This is an optimization exercise on Yosys and OpenROAD, whose aim is small area and a short achievable clock period, not a production implementation.
For this run, only the layout was checked, not whether the RTL still works.
Power is estimated from default activity; no workload was simulated.

==> design.v <==
module noc_router (
    input  logic        clk,
    input  logic        rst,
    input  logic [2:0]  CONST_localx,
    input  logic [2:0]  CONST_localy,
    input  logic [31:0] data_n_in,
    input  logic [31:0] data_s_in,
    input  logic [31:0] data_w_in,
    input  logic [31:0] data_e_in,
    input  logic [31:0] data_p_in,
    input  logic [4:0]  data_void_in,
    input  logic [4:0]  stop_in,
    output logic [31:0] data_n_out,
    output logic [31:0] data_s_out,
    output logic [31:0] data_w_out,
    output logic [31:0] data_e_out,
    output logic [31:0] data_p_out,
    output logic [4:0]  data_void_out,
    output logic [4:0]  stop_out
);
    function automatic logic [4:0] xy_route(input logic [31:0] flit,
                                            input logic [2:0] lx,
                                            input logic [2:0] ly);
        logic [2:0] dx;
        logic [2:0] dy;
        dx = flit[23:21];
        dy = flit[20:18];
        xy_route[3] = (dx > lx);
        xy_route[2] = (dx < lx);
        xy_route[0] = (dx == lx) && (dy < ly);
        xy_route[1] = (dx == lx) && (dy > ly);
        xy_route[4] = (dx == lx) && (dy == ly);
    endfunction
    logic [31:0] din [5];
    logic [31:0] f_r [5];         
    logic [31:0] b_r [5][4];      
    logic [3:0]  rd_r [5];        
    logic [3:0]  wr_r [5];        
    logic [4:0]  th_r [5];        
    logic [4:0]  stop_r;
    logic [4:0]  act_r;           
    logic [4:0]  tgt_r [5];       
    logic [31:0] od_r [5];
    logic [4:0]  ov_r;
    logic [4:0]  mask_r [5];      
    logic [4:0]  ne_s, disc_s, push_s, pop_s, ldf_s, act_n_s;
    logic [4:0]  ld_s, has_s, hgnt_s, busy_s;
    logic [4:0]  hreq_s [5];      
    logic [4:0]  gnt_s [5];       
    logic [31:0] cand_s [5];
    logic [31:0] od_n_s [5];
    logic [31:0] f_n_s [5];
    assign din[0] = data_n_in;
    assign din[1] = data_s_in;
    assign din[2] = data_w_in;
    assign din[3] = data_e_in;
    assign din[4] = data_p_in;
    always_comb begin
        for (int i = 0; i < 5; i++) begin
            ne_s[i]   = th_r[i][0];
            disc_s[i] = ne_s[i] && !act_r[i] && !f_r[i][31];
            push_s[i] = !data_void_in[i] && !stop_r[i];
        end
        for (int o = 0; o < 5; o++) begin
            ld_s[o]   = !ov_r[o] || !stop_in[o];
            busy_s[o] = 1'b0;
            for (int i = 0; i < 5; i++) begin
                busy_s[o]    = busy_s[o] | (act_r[i] & tgt_r[i][o]);
                hreq_s[o][i] = ne_s[i] && !act_r[i] && f_r[i][31] && tgt_r[i][o];
            end
        end
        for (int o = 0; o < 5; o++) begin
            for (int i = 0; i < 5; i++) begin
                logic kill;
                kill = 1'b0;
                for (int j = 0; j < 5; j++) begin
                    if (j < i) begin
                        kill = kill | (hreq_s[o][j] & (mask_r[o][j] | !mask_r[o][i]));
                    end else if (j > i) begin
                        kill = kill | (hreq_s[o][j] & mask_r[o][j] & !mask_r[o][i]);
                    end
                end
                gnt_s[o][i] = (ne_s[i] && act_r[i] && tgt_r[i][o]) ||
                              (!busy_s[o] && hreq_s[o][i] && !kill);
            end
            has_s[o]  = (gnt_s[o] != 5'b00000);
            hgnt_s[o] = !busy_s[o] && (hreq_s[o] != 5'b00000);
            od_n_s[o] = od_r[o] & {32{!ld_s[o]}};
            for (int i = 0; i < 5; i++) begin
                od_n_s[o] = od_n_s[o] | (f_r[i] & {32{gnt_s[o][i] & ld_s[o]}});
            end
        end
        for (int i = 0; i < 5; i++) begin
            logic sent;
            sent = 1'b0;
            for (int o = 0; o < 5; o++) begin
                sent = sent | (gnt_s[o][i] & ld_s[o]);
            end
            pop_s[i]  = disc_s[i] | sent;
            ldf_s[i]  = pop_s[i] || !th_r[i][0];
            cand_s[i] = din[i] & {32{!th_r[i][1]}};
            for (int k = 0; k < 4; k++) begin
                cand_s[i] = cand_s[i] | (b_r[i][k] & {32{th_r[i][1] & rd_r[i][k]}});
            end
            f_n_s[i] = ldf_s[i] ? cand_s[i] : f_r[i];
            if (pop_s[i]) begin
                act_n_s[i] = act_r[i] ? !f_r[i][30] : (f_r[i][31] && !f_r[i][30]);
            end else begin
                act_n_s[i] = act_r[i];
            end
        end
    end
    always_ff @(posedge clk or negedge rst) begin
        if (!rst) begin
            for (int i = 0; i < 5; i++) begin
                th_r[i] <= 5'b00000;
                rd_r[i] <= 4'b0001;
                wr_r[i] <= 4'b0001;
            end
            stop_r <= 5'b11111;
            act_r  <= 5'b00000;
        end else begin
            for (int i = 0; i < 5; i++) begin
                if (push_s[i] && !pop_s[i]) begin
                    th_r[i] <= {th_r[i][3:0], 1'b1};
                end else if (pop_s[i] && !push_s[i]) begin
                    th_r[i] <= {1'b0, th_r[i][4:1]};
                end
                stop_r[i] <= !pop_s[i] && (th_r[i][4] || (th_r[i][3] && push_s[i]));
                if (pop_s[i] && th_r[i][1]) begin
                    rd_r[i] <= {rd_r[i][2:0], rd_r[i][3]};
                end
                if (push_s[i] && (th_r[i][1] || (th_r[i][0] && !pop_s[i]))) begin
                    wr_r[i] <= {wr_r[i][2:0], wr_r[i][3]};
                end
                act_r[i] <= act_n_s[i];
            end
        end
    end
    always_ff @(posedge clk) begin
        for (int i = 0; i < 5; i++) begin
            f_r[i] <= f_n_s[i];
            if (ldf_s[i] && !act_n_s[i]) begin
                tgt_r[i] <= xy_route(cand_s[i], CONST_localx, CONST_localy);
            end
            for (int k = 0; k < 4; k++) begin
                if (push_s[i] && th_r[i][0] && wr_r[i][k]) begin
                    b_r[i][k] <= din[i];
                end
            end
        end
    end
    always_ff @(posedge clk or negedge rst) begin
        if (!rst) begin
            ov_r <= 5'b00000;
            for (int o = 0; o < 5; o++) begin
                mask_r[o] <= 5'b11111;
            end
        end else begin
            for (int o = 0; o < 5; o++) begin
                if (ld_s[o]) begin
                    ov_r[o] <= has_s[o];
                    if (hgnt_s[o]) begin
                        for (int k = 0; k < 5; k++) begin
                            logic after;
                            after = 1'b0;
                            for (int i = 0; i < k; i++) begin
                                after = after | gnt_s[o][i];
                            end
                            mask_r[o][k] <= after | gnt_s[o][4];
                        end
                    end
                end
            end
        end
    end
    always_ff @(posedge clk) begin
        for (int o = 0; o < 5; o++) begin
            od_r[o] <= od_n_s[o];
        end
    end
    assign data_n_out    = od_r[0];
    assign data_s_out    = od_r[1];
    assign data_w_out    = od_r[2];
    assign data_e_out    = od_r[3];
    assign data_p_out    = od_r[4];
    assign data_void_out = ~ov_r;
    assign stop_out      = stop_r;
endmodule
==> flow/run.sh <==
#!/bin/bash
set -euo pipefail
bash standard.sh SETUP_SLACK_MARGIN=6.8 finish > standard_flow.log 2>&1
==> standard.sh <==
#!/bin/bash
# synth_recipe.tcl (not shown) runs the flow's synth.tcl, then flattens the netlist and writes it again
# the make line also repeats each setting of config.mk as NAME=value (left out here)
make -C /OpenROAD-flow-scripts/flow DESIGN_CONFIG=/design/flow/config.mk WORK_HOME=/design/flow/orfs CLKGATE_MAP_FILE= SYNTH_SCRIPT=/design/flow/synth_recipe.tcl "${@:-finish}"
==> config.mk <==
export PLATFORM = sky130hd
export DESIGN_NAME = noc_router
export DESIGN_NICKNAME = noc_router
export VERILOG_FILES = /design/flow/design.v
export SDC_FILE = /design/flow/constraint.sdc
export NUM_CORES = 8
export LEC_CHECK = 0
export CAP_MARGIN = 20
export CORE_MARGIN = 2
export CORE_UTILIZATION = 32
export PLACE_DENSITY = 0.35
export SETUP_SLACK_MARGIN = 5
export SLEW_MARGIN = 20
==> constraint.sdc <==
create_clock -name core_clock -period 10.0 [get_ports {clk}]
set_input_delay 2.0000 -clock core_clock [delete_from_list [all_inputs] [get_ports {clk}]]
set_output_delay 2.0000 -clock core_clock [all_outputs]
set_load 0.01 [all_outputs]
==> results.txt <==
-- final timing paths --
path / from / to / slack (ns) / cells past startpoint
hold / removal: od_r[1][12]$_DFF_P_ / od_r[1][12]$_DFF_P_ / 0.48 / 2
setup reg to reg: f_r[1][31]$_DFFE_PP_ / wr_r[0][1]$_DFFE_PN0P_ / 6.62 / 10
hold reg to reg: od_r[1][12]$_DFF_P_ / od_r[1][12]$_DFF_P_ / 0.48 / 2
max in group asynchronous: rst / act_r[1]$_DFF_PN0_ / 7.19 / 2
setup / recovery: stop_in[2] / wr_r[0][1]$_DFFE_PN0P_ / 6.55 / 8
min in group asynchronous: rst / rd_r[4][2]$_DFFE_PN0P_ / 1.32 / 1
-- worst max-delay path: cells and delay by family --
kind            cells  cell delay (ns)
simple gates        3             1.07
compound gates      2             0.35
buf+inv             2             0.30
mux                 1             0.32
-- layer usage --
metal	global-route usage [%]	vias up	routed length, um
met4	9.62	8	7640
li1	-	14200	-
met2	43.0	1862	92200
met3	7.94	338	19900
met1	37.6	17500	85100
met5	0.137	-	46
-- state kept, by name, indices dropped and copies added (netlist names), 20 cells and up --
name and cells:
f_r 160, wr_r 20, tgt_r 25, mask_r 25, od_r 160, rd_r 20, b_r 640, th_r 25
-- repair_timing --
action | CTS | global route
buffers inserted | 123 | 42
pin swaps | 55 | 45
cloned | 35 | 11
gates resized for setup | 1474 | 115
setup endpoints to repair | 1252 | 986
-- power by group through the flow --
stage	Combinational [mW]	Sequential [mW]	Clock (mW)
after global placement	4.16	7.58	0
final	5.90	7.67	4.77
after CTS	5.34	7.58	4.88
after floorplan	2.52	6.48	0
after detailed placement	4.22	7.55	0
after global routing	6.15	7.63	5.05
-- kinds of logic (layout without fill, tap and decap cells) --
family          after synthesis  in the layout  synth area share (%)
compound gates              883            883                  16.2
xor+xnor                      2              2                0.0397
fa+ha+maj                    33             33                 0.935
buf+inv                     272            872                  2.36
flops                      1090           1090                  69.4
mux                          43             43                  1.07
simple gates                923            950                  9.99
-- synthesized netlist by cell type (38+ instances only) --
library cell / number / share of area, %
a21oi_1: 45 / 0.51
nand3_1: 250 / 2.8
nand2_1: 440 / 3.7
o21ai_0: 38 / 0.43
nor2_1: 58 / 0.49
a22oi_1: 421 / 7.2
dfstp_2: 40 / 2.4
dfxtp_1: 160 / 7.3
edfxtp_1: 825 / 56
a222oi_1: 195 / 4.4
clkbuf_1: 206 / 1.8
inv_1: 43 / 0.37
dfrtp_1: 65 / 3.7
-- layout make-up --
type,count,area [um^2]
Tap cell,1794,2240
Sequential cell,1090,31200
Inverter,46,195
Fill cell,12400,78300
Clock inverter,50,523
Clock buffer,190,3760
Timing Repair Buffer,586,6580
Multi-Input combinational cell,1911,14400
-- metrics by stage --
step	utilization (%)	power, mW	hold slack [ns]
floorplan	-	9.00	0.456
global placement	36.5	11.7	0.456
detailed placement	36.5	11.8	0.451
CTS	42.1	17.8	0.474
global route	42.9	18.8	0.488
finish	42.9	18.3	0.476
==> impl_metrics.env <==
export IMPL_status="finished clean"
export IMPL_clock_sinks=1090
export IMPL_synthArstFlopShare_pct=9.63
export IMPL_row_count=136
export IMPL_min_path_type="flip-flop to flip-flop"
export IMPL_ctsLongestPathBuffers=3
export IMPL_fin_area_um2=58900
export IMPL_ys_seq_elements=1090
export IMPL_synth_nets=3457
export IMPL_grt_first_pass_wirelength_um=273000
export IMPL_cts_hold_buffers=0
export IMPL_worst_path_max_fanout=33
export IMPL_swShare_pct=38.6
export IMPL_startpoint_type="primary input"
export IMPL_synth_seq_area_share_pct=69.4
export IMPL_end_kind="flip-flop"
export IMPL_synth_cell_area_um2=44100
export IMPL_cts_tree="done"
export IMPL_gp_congestion=0.885
export IMPL_dr_pass1_iters=14
export IMPL_fp_dieW_um=375
export IMPL_clk_pin_slew_ns=0.06
export IMPL_layout_common_cells="edfxtp_1, nand2_1, a22oi_1, nand3_1, buf_6"
export IMPL_synthCells=3246
export IMPL_placed_cells=5216
export IMPL_setup_viol_count_final=0
export IMPL_slowest_stage="or4b_4"
export IMPL_max_cap_violations=0
export IMPL_ant_nets=0
export IMPL_nets=3977
export IMPL_p_int_mw=11.3
export IMPL_grt_start_max_net_pins=56
export IMPL_final_common_cell="edfxtp_1"
export IMPL_crit_path_cell_trace="buf_12 -> and2_4 -> o22ai_2 -> buf_12 -> nor4_4 -> or4b_4 -> a21oi_4 -> mux2_4"
export IMPL_drt_total_wl_um=205000
export IMPL_rsz0062_at_grt="yes"
export IMPL_htreeDepth=4
export IMPL_synth_warnings=15
export IMPL_pre_cts_slack_ns=4.19
export IMPL_cp_common_cell="buf_12"
export IMPL_die_area_um2=141000
export IMPL_final_cells=5667
export IMPL_p_switching_mw=7.07
export IMPL_dpl_cell_area_um2=50000
export IMPL_crit_required_ns=10.63
export IMPL_grt_overflow=0
export IMPL_cts_root_buf="clkbuf_16"
export IMPL_worstSetupPathType="primary input to flip-flop"
export IMPL_pin_count=348
export IMPL_cts_made_buffers=131
export IMPL_tightest_slew_ns=1.09
export IMPL_p_per_area_nw_per_um2=311
export IMPL_hold_violations=0
export IMPL_dpl_hpwl_um=125000
export IMPL_port_buffers=347
export IMPL_grt_usage_pct=27.9
export IMPL_fp_dieH_um=375
export IMPL_pwr_share_comb_pct=32.2
export IMPL_synth_edf_count=825
export IMPL_layout_setup_ws_ns=6.55
export IMPL_synth_flop_cell="edfxtp_1"
export IMPL_vias=33900
export IMPL_synth_avg_cell_area_um2=13.6
export IMPL_area_delta_synth_final_pct=33.3
export IMPL_viasPerCell=5.99
export IMPL_leakage_nw=21.1
export IMPL_antenna_found_initial=14
export IMPL_clkLatencyLatePin_ns=0.75
export IMPL_final_max_slew_viol_count=0
export IMPL_clock_power_share_pct=26.0
export IMPL_grt_pass1_vias=32600
export IMPL_fmax_ghz=0.290
export IMPL_min_period_over_period_pct=34.5
export IMPL_coreArea_um2=137000
export IMPL_start_util_pct=32.2
export IMPL_drive_above_1_share_pct=28.5
export IMPL_wl_per_cell_um=36.2
export IMPL_vdd_ir_drop_worst_mv=0.158
export IMPL_drc_errors=0
export IMPL_pwr_share_seq_pct=41.8
export IMPL_arrival_ns=4.08
export IMPL_drt_initial_drc_count=5732
export IMPL_slew_headroom_pct=27.2
export IMPL_final_setup_tns_ns=0
export IMPL_worst_path_largest_cell_delay_ns=0.56
export IMPL_num_antenna_cells=0
export IMPL_yosysUniqueCellTypes=85
export IMPL_period_minus_slack_ns=3.45
export IMPL_fin_skew_ns=0.0259

[what the ideal ports hide]
How much do the figures lean on ideal ports? The routed layout below was timed once more, with nothing changed but the port constraints. Step 1, drivers: a clkbuf_16 drives clk and a buf_2 each remaining input, both assumed. Step 2, shift: input delay + t, output delay - t, t = (earliest + latest rising clock arrival at the registers) / 2. This alone moves slack from input paths to output paths. Slacks: ideal ports / drivers / drivers and shift; pairs: ideal ports / drivers.
t (ns): 0.825
setup WS [ns]: 6.552 / 6.473 / 5.735
worst setup path after step 2: input to register
slew at the worst register clock pin (ns): 0.06 / 0.06
pins driven straight from the clock port: 1
After both steps setup and hold are still met in this run. The setup slack of this run moves by -0.079 ns with the drivers and by -0.817 ns with both steps.
